From an optimization exercise on the open Yosys and OpenROAD flow, aimed at small area, a short achievable clock period and few clock cycles per item; shortcuts taken in it are not production practice. Where RTL was checked, it was by simulation tests only, not by an equivalence proof against the original. Power and IR drop assume default switching activity.

## dpram_fifo
module dpram_fifo #(
  parameter int VECTOR_LENGTH = 512,
  parameter int WORD_WIDTH    = 8,
  parameter int ADDR_WIDTH    = $clog2(VECTOR_LENGTH),
  parameter int LEVEL_WIDTH   = $clog2(VECTOR_LENGTH + 3)
) (
  input  logic                   clk_i,
  input  logic                   rst_i,
  input  logic                   clear_i,
  input  logic [WORD_WIDTH-1:0]  in_data_i,
  input  logic                   in_valid_i,
  output logic                   in_ready_o,
  output logic [WORD_WIDTH-1:0]  out_data_o,
  output logic                   out_valid_o,
  input  logic                   out_ready_i,
  output logic [LEVEL_WIDTH-1:0] level_o
);
Size: about 6800 cells after synthesis, about 4300 flip-flops, about 33 I/O pins, roughly 150000 µm² of cells after synthesis.
==> flow/config.mk <==
export PLATFORM = sky130hd
export DESIGN_NAME = dpram_fifo
export DESIGN_NICKNAME = dpram_fifo
export VERILOG_FILES = /design/flow/design.v
export SDC_FILE = /design/flow/constraint.sdc
export NUM_CORES = 4
export LEC_CHECK = 0
export CAP_MARGIN = 20
export CORE_MARGIN = 2
export CORE_UTILIZATION = 50
export CTS_CLUSTER_DIAMETER = 80
export CTS_CLUSTER_SIZE = 24
export SETUP_SLACK_MARGIN = 2.35
export SLEW_MARGIN = 20
export SYNTH_HIERARCHICAL = 1
export SYNTH_MINIMUM_KEEP_SIZE = 0
==> flow/constraint.sdc <==
create_clock -name core_clock -period 4.5 [get_ports {clk_i}]
set_input_delay 0.9000 -clock core_clock [delete_from_list [all_inputs] [get_ports {clk_i}]]
set_output_delay 0.9000 -clock core_clock [all_outputs]
set_load 0.01 [all_outputs]
standard.sh (not shown) runs the stock make flow with config.mk's settings and CLKGATE_MAP_FILE= SYNTH_SCRIPT=/design/flow/synth_recipe.tcl, a recipe that flattens the netlist after the stock synthesis.
==> flow/flow/run.sh <==
#!/bin/bash
# Layout flow: the standard ORFS flow, with two changes:
#  - ports are buffered with buf_4 instead of the default (a delay-cell
#    buffer), so hold fixing inserts its own delay cells and the
#    rst_i/clear_i -> in_ready_o path stays fast;
#  - clock tree synthesis is run without dummy loads.
# Each tool's full output goes to its own log in the run folder (ORFS also
# keeps its per-step logs under orfs/logs/).
set -euo pipefail
export BUFFER_PORTS_ARGS="-buffer_cell sky130_fd_sc_hd__buf_4"
export CTS_ARGS="-sink_clustering_enable -repair_clock_nets -dont_use_dummy_load -sink_clustering_size 24 -sink_clustering_max_diameter 80"
bash standard.sh synth > flow_synth.log 2>&1
bash standard.sh finish > flow_layout.log 2>&1
The first run ran to the end with no violations.
Testbench counts at the start, summed over its fixed seeds: cycles 83,234, items 48,000.
Change:
--- a/flow/flow/run.sh
+++ b/flow/flow/run.sh
@@ -11 +11 @@
-export CTS_ARGS="-sink_clustering_enable -repair_clock_nets -dont_use_dummy_load -sink_clustering_size 24 -sink_clustering_max_diameter 80"
+export CTS_ARGS="-sink_clustering_enable -repair_clock_nets -dont_use_dummy_load -sink_clustering_size 28 -sink_clustering_max_diameter 90"
- CTS_CLUSTER_DIAMETER: 80 -> 90
- CTS_CLUSTER_SIZE: 24 -> 28
- SETUP_SLACK_MARGIN: 2.35 -> 2.2
Outcome: Clock-buffer cell count fell by 29; wire length fell by a few percent; utilization fell by 0.93 points; setup slack improves by 3.2 ps; global-route usage fell by 1.5 points; hold slack degrades by 3.7 ps; final area fell slightly; total power fell by a few percent; final cell count fell slightly; fmax barely changes.
Change:
--- a/flow/flow/run.sh
+++ b/flow/flow/run.sh
@@ -11 +11 @@
-export CTS_ARGS="-sink_clustering_enable -repair_clock_nets -dont_use_dummy_load -sink_clustering_size 28 -sink_clustering_max_diameter 90"
+export CTS_ARGS="-sink_clustering_enable -repair_clock_nets -dont_use_dummy_load -sink_clustering_size 24 -sink_clustering_max_diameter 80"
- CORE_UTILIZATION: 50 -> 60
- CTS_CLUSTER_DIAMETER: 90 -> 80
- CTS_CLUSTER_SIZE: 28 -> 24
Result: The changed run finished clean; count of clock-buffer cells in the layout went up by 20; combinational power drops by about 5%; cell count went down by 6.2%; via count falls by 0.32%; global-route usage climbs by 5.4 points; register-to-register slack is better by 30 ps; core utilization came out higher by 11 points; setup slack improves by 88 ps.
Change:
- CORE_UTILIZATION: 60 -> 50
Result: Via count is higher slightly; die area grows by about a fifth; routed wire length goes up slightly; power went up slightly; design area grows slightly; utilization shrinks by 10 points.
Change:
--- a/flow/flow/run.sh
+++ b/flow/flow/run.sh
@@ -11 +11 @@
-export CTS_ARGS="-sink_clustering_enable -repair_clock_nets -dont_use_dummy_load -sink_clustering_size 24 -sink_clustering_max_diameter 80"
+export CTS_ARGS="-sink_clustering_enable -repair_clock_nets -dont_use_dummy_load -sink_clustering_size 28 -sink_clustering_max_diameter 90"
- CORE_UTILIZATION: 50 -> 56
- CTS_CLUSTER_DIAMETER: 80 -> 90
- CTS_CLUSTER_SIZE: 24 -> 28
Result:
- The new run produced a clean layout
- global-route usage climbs by 3.1 points
- first-iteration DRC count goes down by 1.9%
- final cell count shrinks by 3.5%
- worst setup slack gains 34 ps
- routed wire length came out higher by 0.38%
Change:
--- a/flow/flow/run.sh
+++ b/flow/flow/run.sh
@@ -11 +11 @@
-export CTS_ARGS="-sink_clustering_enable -repair_clock_nets -dont_use_dummy_load -sink_clustering_size 28 -sink_clustering_max_diameter 90"
+export CTS_ARGS="-sink_clustering_enable -repair_clock_nets -dont_use_dummy_load -sink_clustering_size 24 -sink_clustering_max_diameter 80"
- CTS_CLUSTER_DIAMETER: 90 -> 80
- CTS_CLUSTER_SIZE: 28 -> 24
What happened:
- die area is unchanged
- power is higher by 1.9%
- non-clock buffer count rose by 9
- worst hold slack is worse by 30 ps


Setup of red:
dpram_fifo, a different RTL version from the one above (not shown whole).
For scale: roughly 8100 cells after synthesis, ~33 I/O pins, about 150000 µm² of cells after synthesis.
// dpram_fifo
module dpram_fifo #(
  parameter int VECTOR_LENGTH = 512,
  parameter int WORD_WIDTH    = 8,
  parameter int ADDR_WIDTH    = $clog2(VECTOR_LENGTH),
  parameter int LEVEL_WIDTH   = $clog2(VECTOR_LENGTH + 3)
) (
  input  logic                   clk_i,
  input  logic                   rst_i,
  input  logic                   clear_i,
  input  logic [WORD_WIDTH-1:0]  in_data_i,
  input  logic                   in_valid_i,
  output logic                   in_ready_o,
  output logic [WORD_WIDTH-1:0]  out_data_o,
  output logic                   out_valid_o,
  input  logic                   out_ready_i,
  output logic [LEVEL_WIDTH-1:0] level_o
);
==> flow/config.mk <==
export PLATFORM = sky130hd
export DESIGN_NAME = dpram_fifo
export DESIGN_NICKNAME = dpram_fifo
export VERILOG_FILES = /design/flow/design.v
export SDC_FILE = /design/flow/constraint.sdc
export NUM_CORES = 4
export LEC_CHECK = 0
export CAP_MARGIN = 20
export CORE_MARGIN = 2
export CORE_UTILIZATION = 55
export CTS_BUF_LIST = sky130_fd_sc_hd__clkbuf_8
export CTS_CLUSTER_SIZE = 30
export SETUP_SLACK_MARGIN = 0.4
export SLEW_MARGIN = 20
==> flow/constraint.sdc <==
create_clock -name core_clock -period 4.5 [get_ports {clk_i}]
set_input_delay 0.9000 -clock core_clock [delete_from_list [all_inputs] [get_ports {clk_i}]]
set_output_delay 0.9000 -clock core_clock [all_outputs]
set_load 0.01 [all_outputs]
run.sh (not shown) runs the stock make flow with config.mk's settings and CLKGATE_MAP_FILE= SYNTH_SCRIPT=/design/flow/synth_recipe.tcl, a recipe that flattens the netlist after the stock synthesis.
Stock flow here: none of the scripts above is used.
The following lists how blue was set up differently from red:
# red
export LEC_CHECK = 0
export CAP_MARGIN = 20
export CORE_MARGIN = 2
export CORE_UTILIZATION = 55
export CTS_BUF_LIST = sky130_fd_sc_hd__clkbuf_8
export CTS_CLUSTER_SIZE = 30
export SETUP_SLACK_MARGIN = 0.4
export SLEW_MARGIN = 20
create_clock -name core_clock -period 4.5 [get_ports {clk_i}]
# blue
export LEC_CHECK = 0
export CAP_MARGIN = 20
export CORE_MARGIN = 2
export CORE_UTILIZATION = 55
export SETUP_SLACK_MARGIN = 0.4
export SLEW_MARGIN = 20
create_clock -name core_clock -period 4.5 [get_ports {clk_i}]
Findings:
Per the comparison of blue with red, detailed-routed wire length on met3 went down by 4.6%, number of antenna violations at the first check in global routing lost 1, worst max-slew margin expressed relative to the limit went up. Delta(post-route core utilization, blue - red) > 0. Detailed route wirelength on metal2: blue < red. Sort blue and red by delay of the slowest cell on the worst path, ascending, and red comes first. Diff red -> blue | count of clock-buffer cells in the layout | decrease of 21%. Combinational cell fraction of total power (higher): red. Shortest period the worst path allows, blue and red, higher one = red. Against red, blue reports a final critical-path setup slack that is higher. Global-route usage (blue over red): decrease, 0.30 points.
No functional check of the RTL was part of any run of this note.

afterwards: timing with drivers on the ports:
How much do the figures lean on ideal ports? The routed layouts below were timed once more, with nothing changed but the port constraints. Step 1: set_driving_cell puts a clkbuf_16 on clk_i and a buf_2 on each other input, an assumption about the parent block. Step 2 times the ports against the registers' clock, not the clock port: input delays grow and output delays shrink by t, the midpoint of the rising clock arrivals with the driver on. a / b / c = ideal ports / drivers / drivers and shift; a / b = the first two.
run | t (ns) | setup WS [ns] | hold slack, ns | worst register clock-pin slew, ns
the first run of note 1 | 0.970 | 2.090 / 1.999 / 1.514 | 0.071 / 0.009 / 0.344 | 0.10 / 0.10
the second run of note 1 | 0.959 | 2.093 / 2.003 / 1.437 | 0.067 / 0.002 / 0.389 | 0.12 / 0.12
the third run of note 1 | 0.938 | 2.182 / 2.084 / 1.339 | 0.122 / 0.048 / 0.389 | 0.10 / 0.10
the fourth run of note 1 | 0.966 | 2.094 / 2.003 / 1.447 | 0.075 / 0.014 / 0.338 | 0.10 / 0.10
the fifth run of note 1 | 0.964 | 2.128 / 2.032 / 1.406 | 0.113 / 0.042 / 0.380 | 0.12 / 0.12
the sixth run of note 1 | 1.000 | 2.130 / 2.034 / 1.386 | 0.082 / 0.013 / 0.386 | 0.10 / 0.10
red | 1.339 | 0.511 / 0.511 / 0.159 | 0.209 / 0.125 / 0.369 | 0.08 / 0.08
blue | 1.071 | 0.579 / 0.579 / 0.131 | 0.365 / 0.365 / 0.365 | 0.07 / 0.07
After both steps every run listed still meets setup and hold. The setup slack of the third run of note 1, which loses most, moves by -0.098 ns with the drivers and by -0.843 ns with both steps.
